From an optimization exercise on the open Yosys and OpenROAD flow, aimed at small area and a short achievable clock period; shortcuts taken in it are not production practice.
Function was checked by simulation only, so behaviour that the tests miss may differ from the original.
Power and IR drop assume default switching activity.

// sdfm_regmap
module sdfm_regmap
(
  input  logic                    SYSCLK,
  input  logic                    SYSRSTn,
  input  logic [16-1:0] addr,
  input  logic                    wr,
  input  logic                    rd,
  input  logic [32-1:0]  wdata,
  output logic [32-1:0]  rdata,    
  input  logic [63:0]             filt_data_out,
  input  logic [1:0]              filt_data_update,
  input  logic [63:0]             comp_data_out,
  input  logic [1:0]              comp_data_update,
  input  logic [1:0]              comp_data_low,
  input  logic [1:0]              comp_data_high,
  output logic                    reg_rsten,
  output logic                    reg_clken,
  output logic [15:0]             reg_filtdec,
  output logic [3:0]              reg_filtmode,
  output logic [7:0]              reg_filtdiv,
  output logic [1:0]              reg_filten,
  output logic [1:0]              reg_filtask,
  output logic [3:0]              reg_filtst,
  output logic [9:0]              reg_filtsh,
  output logic [15:0]             reg_compdec,
  output logic [3:0]              reg_compmode,
  output logic [7:0]              reg_compdiv,
  output logic [1:0]              reg_compen,
  output logic [1:0]              reg_compsen,
  output logic [3:0]              reg_compst,
  output logic [1:0]              reg_compilen,
  output logic [1:0]              reg_compihen,
  output logic [1:0]              reg_complclrflg,
  output logic [1:0]              reg_comphclrflg,
  output logic [63:0]             reg_compltrd,
  output logic [63:0]             reg_comphtrd,
  output logic                    irq
);
==> flow/config.mk <==
export PLATFORM = sky130hd
export DESIGN_NAME = sdfm_regmap
export DESIGN_NICKNAME = sdfm_regmap
export VERILOG_FILES = /design/flow/design.v
export SDC_FILE = /design/flow/constraint.sdc
export NUM_CORES = 4
export LEC_CHECK = 0
export CAP_MARGIN = 10
export CORE_MARGIN = 2
export CORE_UTILIZATION = 60
export SETUP_SLACK_MARGIN = 3.0
export SLEW_MARGIN = 10
export SYNTH_HIERARCHICAL = 1
==> flow/constraint.sdc <==
create_clock -name core_clock -period 8.0 [get_ports {SYSCLK}]
set_input_delay 1.6000 -clock core_clock [delete_from_list [all_inputs] [get_ports {SYSCLK}]]
set_output_delay 1.6000 -clock core_clock [all_outputs]
set_load 0.01 [all_outputs]
standard.sh (not shown) runs the stock make flow with config.mk's settings and CLKGATE_MAP_FILE= SYNTH_SCRIPT=/design/flow/synth_recipe.tcl, a recipe that flattens the netlist after the stock synthesis.
==> flow/flow/run.sh <==
#!/bin/bash
# standard layout with plain buf_1 port buffers and a lighter clock tree
set -euo pipefail
export BUFFER_PORTS_ARGS="-buffer_cell sky130_fd_sc_hd__buf_1"
export CTS_ARGS="-sink_clustering_enable -repair_clock_nets -dont_use_dummy_load -buf_list sky130_fd_sc_hd__clkbuf_8 -sink_clustering_size 16 -sink_clustering_max_diameter 50"
export RECOVER_POWER=100
bash standard.sh > standard.log 2>&1
The first run ran to the end with violations: max-capacitance violations, max-slew violations.
Next try:
--- a/flow/flow/run.sh
+++ b/flow/flow/run.sh
@@ -6 +5,0 @@
-export RECOVER_POWER=100
--- a/flow/config.mk
+++ b/flow/config.mk
@@ -8 +8 @@
-export CAP_MARGIN = 10
+export CAP_MARGIN = 30
@@ -10 +10 @@
-export CORE_UTILIZATION = 60
+export CORE_UTILIZATION = 40
@@ -12 +12 @@
-export SLEW_MARGIN = 10
+export SLEW_MARGIN = 40
Effect:
- The new run finished clean
- non-clock buffer count came out higher by 4
- worst setup slack improves by 0.96 ns
- power came out higher by 2.1%
- final area came out higher by 3.6%
- synthesized area is unchanged
- global-route usage came out lower by 13 points
- register-to-register slack improves by 0.08 ns
- wire length came out higher by 5.7%
- sequential share of layout area came out lower by 1.5 points
Next try:
--- a/flow/config.mk
+++ b/flow/config.mk
@@ -8 +8 @@
-export CAP_MARGIN = 30
+export CAP_MARGIN = 10
@@ -10 +10 @@
-export CORE_UTILIZATION = 40
+export CORE_UTILIZATION = 60
@@ -12 +12 @@
-export SLEW_MARGIN = 40
+export SLEW_MARGIN = 10
The changed run went through all stages and came out clean.
Routed wire length is lower by 5.4%.
Worst setup slack gets worse by 0.037 ns.
Hold slack hardly moves.
Final cell count is lower by 8.3%.
Fmax is lower by 0.74%.
Final area is lower by 2.0%.
Clock skew is lower by 0.015 ns.
Next try:
--- a/flow/config.mk
+++ b/flow/config.mk
@@ -8 +8 @@
-export CAP_MARGIN = 10
+export CAP_MARGIN = 30
@@ -10,3 +10,3 @@
-export CORE_UTILIZATION = 60
-export SETUP_SLACK_MARGIN = 3.0
-export SLEW_MARGIN = 10
+export CORE_UTILIZATION = 40
+export SETUP_SLACK_MARGIN = 2.5
+export SLEW_MARGIN = 40
The changed run completed with no timing, DRC or antenna violations.
Flip-flop and latch count is unchanged.
Via count fell by 6.2%.
Hold slack degrades by 0.0091 ns.
Power rose by 0.67%.
Setup slack degrades by 0.35 ns.
Register-to-register slack improves by 0.04 ns.
Synthesized area stays the same.
Global-route usage fell by 15 points.
Clock power rose by about 1%.
Clock-buffer cell count rose by 1.

---

Another version of the RTL of sdfm_regmap (not shown whole).
For scale: ~1200 cells after synthesis, roughly 440 I/O pins, about 14000 sq um of cells after synthesis.
==> flow/design.v (excerpt) <==
module sdfm_regmap
(
  input  logic                    SYSCLK,
  input  logic                    SYSRSTn,
  input  logic [16-1:0] addr,
  input  logic                    wr,
  input  logic                    rd,
  input  logic [32-1:0]  wdata,
  output logic [32-1:0]  rdata,    
  input  logic [63:0]             filt_data_out,
  input  logic [1:0]              filt_data_update,
  input  logic [63:0]             comp_data_out,
  input  logic [1:0]              comp_data_update,
  input  logic [1:0]              comp_data_low,
  input  logic [1:0]              comp_data_high,
  output logic                    reg_rsten,
  output logic                    reg_clken,
  output logic [15:0]             reg_filtdec,
  output logic [3:0]              reg_filtmode,
  output logic [7:0]              reg_filtdiv,
  output logic [1:0]              reg_filten,
  output logic [1:0]              reg_filtask,
  output logic [3:0]              reg_filtst,
  output logic [9:0]              reg_filtsh,
  output logic [15:0]             reg_compdec,
  output logic [3:0]              reg_compmode,
  output logic [7:0]              reg_compdiv,
  output logic [1:0]              reg_compen,
  output logic [1:0]              reg_compsen,
  output logic [3:0]              reg_compst,
  output logic [1:0]              reg_compilen,
  output logic [1:0]              reg_compihen,
  output logic [1:0]              reg_complclrflg,
  output logic [1:0]              reg_comphclrflg,
  output logic [63:0]             reg_compltrd,
  output logic [63:0]             reg_comphtrd,
  output logic                    irq
);
==> flow/config.mk <==
export PLATFORM = sky130hd
export DESIGN_NAME = sdfm_regmap
export DESIGN_NICKNAME = sdfm_regmap
export VERILOG_FILES = /design/flow/design.v
export SDC_FILE = /design/flow/constraint.sdc
export NUM_CORES = 4
export LEC_CHECK = 0
export CAP_MARGIN = 30
export CORE_MARGIN = 2
export CORE_UTILIZATION = 40
export SETUP_SLACK_MARGIN = 2.5
export SLEW_MARGIN = 40
export SYNTH_HIERARCHICAL = 1
==> flow/constraint.sdc <==
create_clock -name core_clock -period 8.0 [get_ports {SYSCLK}]
set_input_delay 1.6000 -clock core_clock [delete_from_list [all_inputs] [get_ports {SYSCLK}]]
set_output_delay 1.6000 -clock core_clock [all_outputs]
set_load 0.01 [all_outputs]
run.sh (not shown) runs the stock make flow with config.mk's settings and CLKGATE_MAP_FILE= SYNTH_SCRIPT=/design/flow/synth_recipe.tcl, a recipe that flattens the netlist after the stock synthesis.
Stock flow here: none of the scripts above is used.
Then changed:
==> flow/flow/run.sh (new file) <==
#!/bin/bash
# standard layout with plain buf_1 port buffers and a lighter clock tree
set -euo pipefail
export BUFFER_PORTS_ARGS="-buffer_cell sky130_fd_sc_hd__buf_1"
export CTS_ARGS="-sink_clustering_enable -repair_clock_nets -dont_use_dummy_load -buf_list sky130_fd_sc_hd__clkbuf_8 -sink_clustering_size 20 -sink_clustering_max_diameter 60"
bash standard.sh > standard.log 2>&1
==> flow/standard.sh (new file) <==
#!/bin/bash
# synth_recipe.tcl (not shown) runs the flow's synth.tcl, then flattens the netlist and writes it again
# the make line also repeats each setting of config.mk as NAME=value (left out here)
make -C /OpenROAD-flow-scripts/flow DESIGN_CONFIG=/design/flow/config.mk WORK_HOME=/design/flow/orfs CLKGATE_MAP_FILE= SYNTH_SCRIPT=/design/flow/synth_recipe.tcl "${@:-finish}"
SETUP_SLACK_MARGIN = 3.0   (was 2.5)
removed: flow/run.sh
The new run ran to the end with no violations.
Via count is about the same.
Core utilization came out lower by 9.5 points.
Power came out lower by 23%.
Then changed:
SETUP_SLACK_MARGIN = 3.6   (was 3.0)
=> The changed run ran to the end with no violations. Cell area rises by 4.3%. Wire length grows by 2.1%. Via count rose by 0.73%. Worst hold slack stays flat. Count of clock-buffer cells in the layout is unchanged. Die area is unchanged. Worst setup slack gains 70 ps.

## re-timing with driven ports
The flow's constraints put no driver on any port. The routed layouts listed below were extracted and timed again, unchanged, in two steps.
Step 1 (the two cells are an assumption about what drives the block):
set clk [get_ports {SYSCLK}]
set_driving_cell -lib_cell sky130_fd_sc_hd__clkbuf_16 $clk
set_driving_cell -lib_cell sky130_fd_sc_hd__buf_2 [delete_from_list [all_inputs] $clk]
Step 2, shift: input delay + t, output delay - t, t = (earliest + latest rising clock arrival at the registers) / 2. This alone moves slack from input paths to output paths.
Slacks: no drivers / after step 1 / after step 2; pairs: no drivers / after step 1.
run | t (ns) | slack for setup (ns) | worst data-port slew with drivers (ns)
the first run of note 1 | 0.591 | 2.024 / 2.000 / 1.607 | 0.09
the second run of note 1 | 0.590 | 2.983 / 2.944 / 2.944 | 0.09
the third run of note 1 | 0.596 | 2.946 / 2.904 / 2.904 | 0.08
the fourth run of note 1 | 0.575 | 2.599 / 2.580 / 2.580 | 0.11
the first run of note 2 | 0.587 | 2.492 / 2.437 / 2.437 | 0.10
the second run of note 2 | 0.644 | 2.965 / 2.849 / 2.849 | 0.11
the third run of note 2 | 0.658 | 3.035 / 2.920 / 2.920 | 0.22
The setup slack of the first run of note 1, which loses most, moves by -0.024 ns with the drivers and by -0.417 ns with both steps.
